This is an optimization exercise on Yosys and OpenROAD, whose aim is small area, a short achievable clock period and few clock cycles per item, not a production implementation. Where RTL was checked, it was by simulation tests only, not by an equivalence proof against the original.

// adsr_envelope_generator_unit
module adsr_envelope_generator_unit
(
  input  logic        clk,
  input  logic        rst_n,
  input  logic        in_valid,
  output logic        in_stall,
  input  logic [24:0] in_data,
  output logic        out_valid,
  input  logic        out_stall,
  output logic [26:0] out_data,
  input  logic        cfg_we,
  input  logic [2:0]  cfg_index,
  input  logic [23:0] cfg_wdata
);
Size: ~2500 cells after synthesis, ~86 I/O pins, ~26000 sq um of cells after synthesis.
Settings: LEC_CHECK=0, CAP_MARGIN=20, CORE_MARGIN=2, CORE_UTILIZATION=55, SLEW_MARGIN=20; clock period 16.0 ns.
standard.sh (not shown) runs the stock make flow with config.mk's settings and CLKGATE_MAP_FILE= SYNTH_SCRIPT=/design/flow/synth_recipe.tcl, a recipe that flattens the netlist after the stock synthesis.
==> flow/flow/run.sh <==
#!/bin/bash
# Standard layout, with timing repair aiming at a setup slack margin of 7 ns
# (the constraints and clock period are the standard flow's own, unchanged).
set -euo pipefail
bash standard.sh SETUP_SLACK_MARGIN=7 finish > standard_flow.log 2>&1
The first run finished with timing, DRC and antenna clean.
Rerun with:
==> flow/flow/run.sh (replaced) <==
#!/bin/bash
# Standard layout, with timing repair aiming at a setup slack margin of 8 ns
# (the constraints and clock period are the standard flow's own, unchanged).
set -euo pipefail
bash standard.sh SETUP_SLACK_MARGIN=8 finish > standard_flow.log 2>&1
- design area is higher by 8.7%
- routed wire length is higher by 9.6%
- setup slack gets better by 210 ps
- core utilization is higher by 5.5 points
- count of clock-buffer cells in the layout is lower by 1
No functional check of the RTL was part of any run of this note.

* * *

== lane 1 ==
Another version of the RTL of adsr_envelope_generator_unit (not shown whole).
Size: about 210 flip-flops, about 86 I/O pins, ~26000 um2 of cells after synthesis.
// adsr_envelope_generator_unit
module adsr_envelope_generator_unit
(
  input  logic        clk,
  input  logic        rst_n,
  input  logic        in_valid,
  output logic        in_stall,
  input  logic [24:0] in_data,
  output logic        out_valid,
  input  logic        out_stall,
  output logic [26:0] out_data,
  input  logic        cfg_we,
  input  logic [2:0]  cfg_index,
  input  logic [23:0] cfg_wdata
);
  adsr_eg_pkg::cfg_t     cfg;
  adsr_eg_pkg::in_item_t in_item;
  logic     in_hi;
  logic     accept;
  logic     in_rise, in_fall;
  logic     gate_r;
  logic     s1_valid_r, s1_rise_r, s1_fall_r, s1_last_r;
  logic     sk_valid_r, sk_rise_r, sk_fall_r, sk_last_r;
  logic     core_ready;
  logic     pop;
  adsr_eg_cfg u_cfg (
    .clk       (clk),
    .rst_n     (rst_n),
    .cfg_we    (cfg_we),
    .cfg_index (cfg_index),
    .cfg_wdata (cfg_wdata),
    .cfg       (cfg)
  );
  assign in_item  = in_data;
  assign in_hi    = in_item.gate_sample > adsr_eg_pkg::HALF_Q22;
  assign in_rise  = in_hi && !gate_r;
  assign in_fall  = !in_hi && gate_r;
  assign in_stall = sk_valid_r;
  assign accept   = in_valid && !sk_valid_r;
  assign pop      = s1_valid_r && core_ready;
  always_ff @(posedge clk) begin
    if (!rst_n) begin
      s1_valid_r <= 1'b0;
      sk_valid_r <= 1'b0;
      gate_r     <= 1'b0;
    end else begin
      if (accept) begin
        gate_r <= in_hi;
      end
      if (sk_valid_r) begin
        if (pop) begin
          sk_valid_r <= 1'b0;
        end
      end else if (!s1_valid_r || pop) begin
        s1_valid_r <= accept;
      end else if (accept) begin
        sk_valid_r <= 1'b1;
      end
    end
  end
  always_ff @(posedge clk) begin
    if (sk_valid_r) begin
  ...
==> flow/config.mk <==
export PLATFORM = sky130hd
export DESIGN_NAME = adsr_envelope_generator_unit
export DESIGN_NICKNAME = adsr_envelope_generator_unit
export VERILOG_FILES = /design/flow/design.v
export SDC_FILE = /design/flow/constraint.sdc
export NUM_CORES = 4
export LEC_CHECK = 0
export ABC_AREA = 1
export CAP_MARGIN = 0
export CORE_MARGIN = 2
export CORE_UTILIZATION = 60
export SLEW_MARGIN = 0
==> flow/constraint.sdc <==
create_clock -name core_clock -period 16.0 [get_ports {clk}]
set_input_delay 3.2000 -clock core_clock [delete_from_list [all_inputs] [get_ports {clk}]]
set_output_delay 3.2000 -clock core_clock [all_outputs]
set_load 0.01 [all_outputs]
==> flow/flow/run.sh <==
#!/bin/bash
# Standard layout, with timing repair aiming at a setup slack margin of 7 ns
# (the constraints and clock period are the standard flow's own, unchanged).
set -euo pipefail
bash standard.sh SETUP_SLACK_MARGIN=7 finish > standard_flow.log 2>&1
Testbench counts of lane 1, summed over its fixed seeds: cycles 106,689, items 96,000.
### lane 1 -> lane 2
diff --git a/flow/config.mk b/flow/config.mk
--- a/flow/config.mk
+++ b/flow/config.mk
@@ -6,7 +6,6 @@
 export NUM_CORES = 4
 export LEC_CHECK = 0
-export ABC_AREA = 1
-export CAP_MARGIN = 0
+export CAP_MARGIN = 20
 export CORE_MARGIN = 2
-export CORE_UTILIZATION = 60
-export SLEW_MARGIN = 0
+export CORE_UTILIZATION = 55
+export SLEW_MARGIN = 20
Notes after the runs:
- Lane 2 vs. lane 1: placed cell area saw an increase; clock period minus worst slack +0.15 ns; maximum number of pins on one net before global-route repair has increased.
- Clock-buffer cell count went up by more than 10% going from lane 1 to lane 2.
- Of lane 2 and lane 1, the higher pre-CTS setup slack belongs to lane 1.
- | clock network contribution to total cell area | higher: lane 2 |
- Of the two candidates, lane 1 has the worse via count and lane 2 the better one.
- On highest net fanout along the worst path: between lane 2 and lane 1, it ends up higher for lane 1.
- A highest routing layer actually used of met4 is what lane 1 shows, while met5 belongs to lane 2.
[inputs] lane 3 vs lane 2
==> flow/flow/run.sh <==
#!/bin/bash
# Standard layout, with timing repair aiming at a setup slack margin of 8 ns
# (the constraints and clock period are the standard flow's own, unchanged).
set -euo pipefail
bash standard.sh SETUP_SLACK_MARGIN=8 finish > standard_flow.log 2>&1
diff --git a/flow/config.mk b/flow/config.mk
--- a/flow/config.mk
+++ b/flow/config.mk
@@ -6,6 +6,7 @@
 export NUM_CORES = 4
 export LEC_CHECK = 0
+export ABC_AREA = 1
 export CAP_MARGIN = 20
 export CORE_MARGIN = 2
-export CORE_UTILIZATION = 55
+export CORE_UTILIZATION = 60
 export SLEW_MARGIN = 20
Notes after the runs:
- Proportion of cell area occupied by multi-input gates down 4.2 points in lane 3 wrt lane 2
- Of lane 3 and lane 2, it is lane 3 that has the higher cell area.
- Lane 3 against lane 2: global-route wire length before repair now larger, final worst slack now larger, number of DRC markers in iteration 0 now larger, number of global-route vias before repair now larger, number of antenna violations at the first check in global routing now larger.
- Between lane 2 and lane 3, the cell count went up.
- Minimum clock period: lower on lane 3
Edits applied to the flow inputs when going from lane 3 to lane 4:
diff --git a/flow/config.mk b/flow/config.mk
--- a/flow/config.mk
+++ b/flow/config.mk
@@ -9,4 +9,4 @@
 export CAP_MARGIN = 20
 export CORE_MARGIN = 2
-export CORE_UTILIZATION = 60
+export CORE_UTILIZATION = 55
 export SLEW_MARGIN = 20
Findings:
- Lane 4 and lane 3 ended up with roughly the same sequential share of layout area.
- From lane 4 to lane 3, cell area after synthesis did not move at all.
- The initial core utilization of lane 4 falls short of that of lane 3 by 5.6 points.
- Summary of lane 4 over lane 3: slack of the worst reg-to-reg path rose by 0.12 ns, cell depth of the worst setup path saw a decrease, die area shows an increase of 4000 um2, wire length per cell down 1.0%, global-route usage went down.
- Between lane 3 and lane 4, routability congestion estimate decreased.
- In summary, lane 4 completed successfully, with a layout that passed the timing, design-rule and antenna checks.

* * *

adsr_envelope_generator_unit again, from the RTL that the note above started with.
## adsr_envelope_generator_unit
module adsr_envelope_generator_unit
(
  input  logic        clk,
  input  logic        rst_n,
  input  logic        in_valid,
  output logic        in_stall,
  input  logic [24:0] in_data,
  output logic        out_valid,
  input  logic        out_stall,
  output logic [26:0] out_data,
  input  logic        cfg_we,
  input  logic [2:0]  cfg_index,
  input  logic [23:0] cfg_wdata
);
==> flow/config.mk <==
export PLATFORM = sky130hd
export DESIGN_NAME = adsr_envelope_generator_unit
export DESIGN_NICKNAME = adsr_envelope_generator_unit
export VERILOG_FILES = /design/flow/design.v
export SDC_FILE = /design/flow/constraint.sdc
export NUM_CORES = 4
export LEC_CHECK = 0
export CAP_MARGIN = 20
export CORE_MARGIN = 2
export CORE_UTILIZATION = 55
export SLEW_MARGIN = 20
==> flow/constraint.sdc <==
create_clock -name core_clock -period 16.0 [get_ports {clk}]
set_input_delay 3.2000 -clock core_clock [delete_from_list [all_inputs] [get_ports {clk}]]
set_output_delay 3.2000 -clock core_clock [all_outputs]
set_load 0.01 [all_outputs]
==> flow/flow/run.sh <==
#!/bin/bash
# Standard layout, with timing repair aiming at a setup slack margin of 6 ns
# (the constraints and clock period are the standard flow's own, unchanged).
set -euo pipefail
bash standard.sh SETUP_SLACK_MARGIN=6 finish > standard_flow.log 2>&1
The starting point completed without violations.
Testbench counts at the start, summed over its fixed seeds: cycles 106,689, items 96,000.
Change:
==> flow/flow/run.sh (replaced) <==
#!/bin/bash
# Standard layout, with timing repair aiming at a setup slack margin of 8 ns
# (the constraints and clock period are the standard flow's own, unchanged).
set -euo pipefail
bash standard.sh SETUP_SLACK_MARGIN=8 finish > standard_flow.log 2>&1
After rerunning: Critical path depth grows by 6. First-iteration DRC count grows by a quarter to a third. Clock-buffer cell count grows by 3.
Change:
==> flow/flow/run.sh (replaced) <==
#!/bin/bash
# Standard layout, with timing repair aiming at a setup slack margin of 7 ns
# (the constraints and clock period are the standard flow's own, unchanged).
set -euo pipefail
bash standard.sh SETUP_SLACK_MARGIN=7 finish > standard_flow.log 2>&1
- ABC_AREA: unset -> 1
Fmax came out lower by 4.0%; final area came out lower by 8.8%; non-clock buffer count came out lower by 102; worst hold slack is better by 0.016 ns; wire length came out lower by 7.5%; worst setup slack is worse by 0.34 ns; flip-flop and latch count stays the same; die area hardly moves.
Change:
==> flow/flow/run.sh (replaced) <==
#!/bin/bash
# Standard layout, with timing repair aiming at a setup slack margin of 8 ns
# (the constraints and clock period are the standard flow's own, unchanged).
set -euo pipefail
bash standard.sh SETUP_SLACK_MARGIN=8 finish > standard_flow.log 2>&1
- CAP_MARGIN: 20 -> 0
- CORE_UTILIZATION: 55 -> 68
- SLEW_MARGIN: 20 -> 0
Outcome: Now the flow failed in global routing (GRT-0232). Synthesized cell count is unchanged. Area after synthesis is unchanged.

* * *

adsr_envelope_generator_unit again, from the RTL that the note above started with.
Design adsr_envelope_generator_unit, start of the top module:
module adsr_envelope_generator_unit
(
  input  logic        clk,
  input  logic        rst_n,
  input  logic        in_valid,
  output logic        in_stall,
  input  logic [24:0] in_data,
  output logic        out_valid,
  input  logic        out_stall,
  output logic [26:0] out_data,
  input  logic        cfg_we,
  input  logic [2:0]  cfg_index,
  input  logic [23:0] cfg_wdata
);
==> flow/config.mk <==
export PLATFORM = sky130hd
export DESIGN_NAME = adsr_envelope_generator_unit
export DESIGN_NICKNAME = adsr_envelope_generator_unit
export VERILOG_FILES = /design/flow/design.v
export SDC_FILE = /design/flow/constraint.sdc
export NUM_CORES = 4
export LEC_CHECK = 0
export ABC_AREA = 1
export CAP_MARGIN = 20
export CORE_MARGIN = 2
export CORE_UTILIZATION = 55
export SLEW_MARGIN = 20
==> flow/constraint.sdc <==
create_clock -name core_clock -period 16.0 [get_ports {clk}]
set_input_delay 3.2000 -clock core_clock [delete_from_list [all_inputs] [get_ports {clk}]]
set_output_delay 3.2000 -clock core_clock [all_outputs]
set_load 0.01 [all_outputs]
==> flow/flow/run.sh <==
#!/bin/bash
# Standard layout, with timing repair aiming at a setup slack margin of 8.5 ns
# (the constraints and clock period are the standard flow's own, unchanged).
set -euo pipefail
bash standard.sh SETUP_SLACK_MARGIN=8.5 finish > standard_flow.log 2>&1
The baseline completed without violations.
Testbench counts at the start, summed over its fixed seeds: cycles 106,689, items 96,000.
Edit:
==> flow/flow/run.sh (replaced) <==
#!/bin/bash
# Standard layout, with timing repair aiming at a setup slack margin of 9 ns
# (the constraints and clock period are the standard flow's own, unchanged).
set -euo pipefail
bash standard.sh SETUP_SLACK_MARGIN=9 finish > standard_flow.log 2>&1
Outcome:
- The changed run went through all stages and came out clean
- utilization grows by 0.45 points
- routed wire length grows by 0.68%
- clock skew grows by 6.8 ps
- critical path depth grows by 14
- clock-buffer cell count grows by 4
- fmax grows by 0.82%
- worst hold slack improved by 26 ps
- global-route usage grows by 0.28 points
- final area grows by 0.65%

re-timing with driven ports:
Ports are ideal in the flow. The routed layouts listed here were re-timed in OpenROAD.
Step 1 (the two cells are an assumption about what drives the block):
set clk [get_ports {clk}]
set_driving_cell -lib_cell sky130_fd_sc_hd__clkbuf_16 $clk
set_driving_cell -lib_cell sky130_fd_sc_hd__buf_2 [delete_from_list [all_inputs] $clk]
Step 2 adds t to the input delays and takes it off the output delays; t is the mean of the earliest and latest rising clock arrival at the registers after step 1. Input paths then give back, and output paths get back, about the clock's delay inside the block.
Three values: ideal ports, drivers, drivers and shift; two values: the first two.
run | t (ns) | slack for setup (ns) | hold slack, ns | worst setup path after step 2 | pins driven straight from the clock port
the first run of note 1 | 0.587 | 7.159 / 7.159 / 7.159 | 0.411 / 0.411 / 0.411 | register to register | 1
the second run of note 1 | 0.575 | 7.371 / 7.371 / 7.371 | 0.428 / 0.428 / 0.428 | register to register | 1
lane 1 | 0.546 | 7.362 / 7.362 / 7.362 | 0.420 / 0.420 / 0.420 | register to register | 1
lane 2 | 0.558 | 7.216 / 7.216 / 7.216 | 0.427 / 0.427 / 0.427 | register to register | 1
lane 3 | 0.550 | 8.050 / 8.050 / 8.050 | 0.420 / 0.420 / 0.420 | register to register | 1
lane 4 | 0.558 | 8.172 / 8.172 / 8.172 | 0.433 / 0.433 / 0.433 | register to register | 1
the first run of note 3 | 0.554 | 6.242 / 6.242 / 6.242 | 0.428 / 0.428 / 0.428 | register to register | 1
the second run of note 3 | 0.564 | 7.677 / 7.677 / 7.677 | 0.419 / 0.419 / 0.419 | register to register | 1
the third run of note 3 | 0.557 | 7.335 / 7.335 / 7.335 | 0.435 / 0.435 / 0.435 | register to register | 1
the first run of note 4 | 0.550 | 8.253 / 8.253 / 8.253 | 0.420 / 0.420 / 0.420 | register to register | 1
the second run of note 4 | 0.543 | 8.316 / 8.316 / 8.316 | 0.446 / 0.446 / 0.446 | register to register | 1
After both steps every run listed still meets setup and hold.
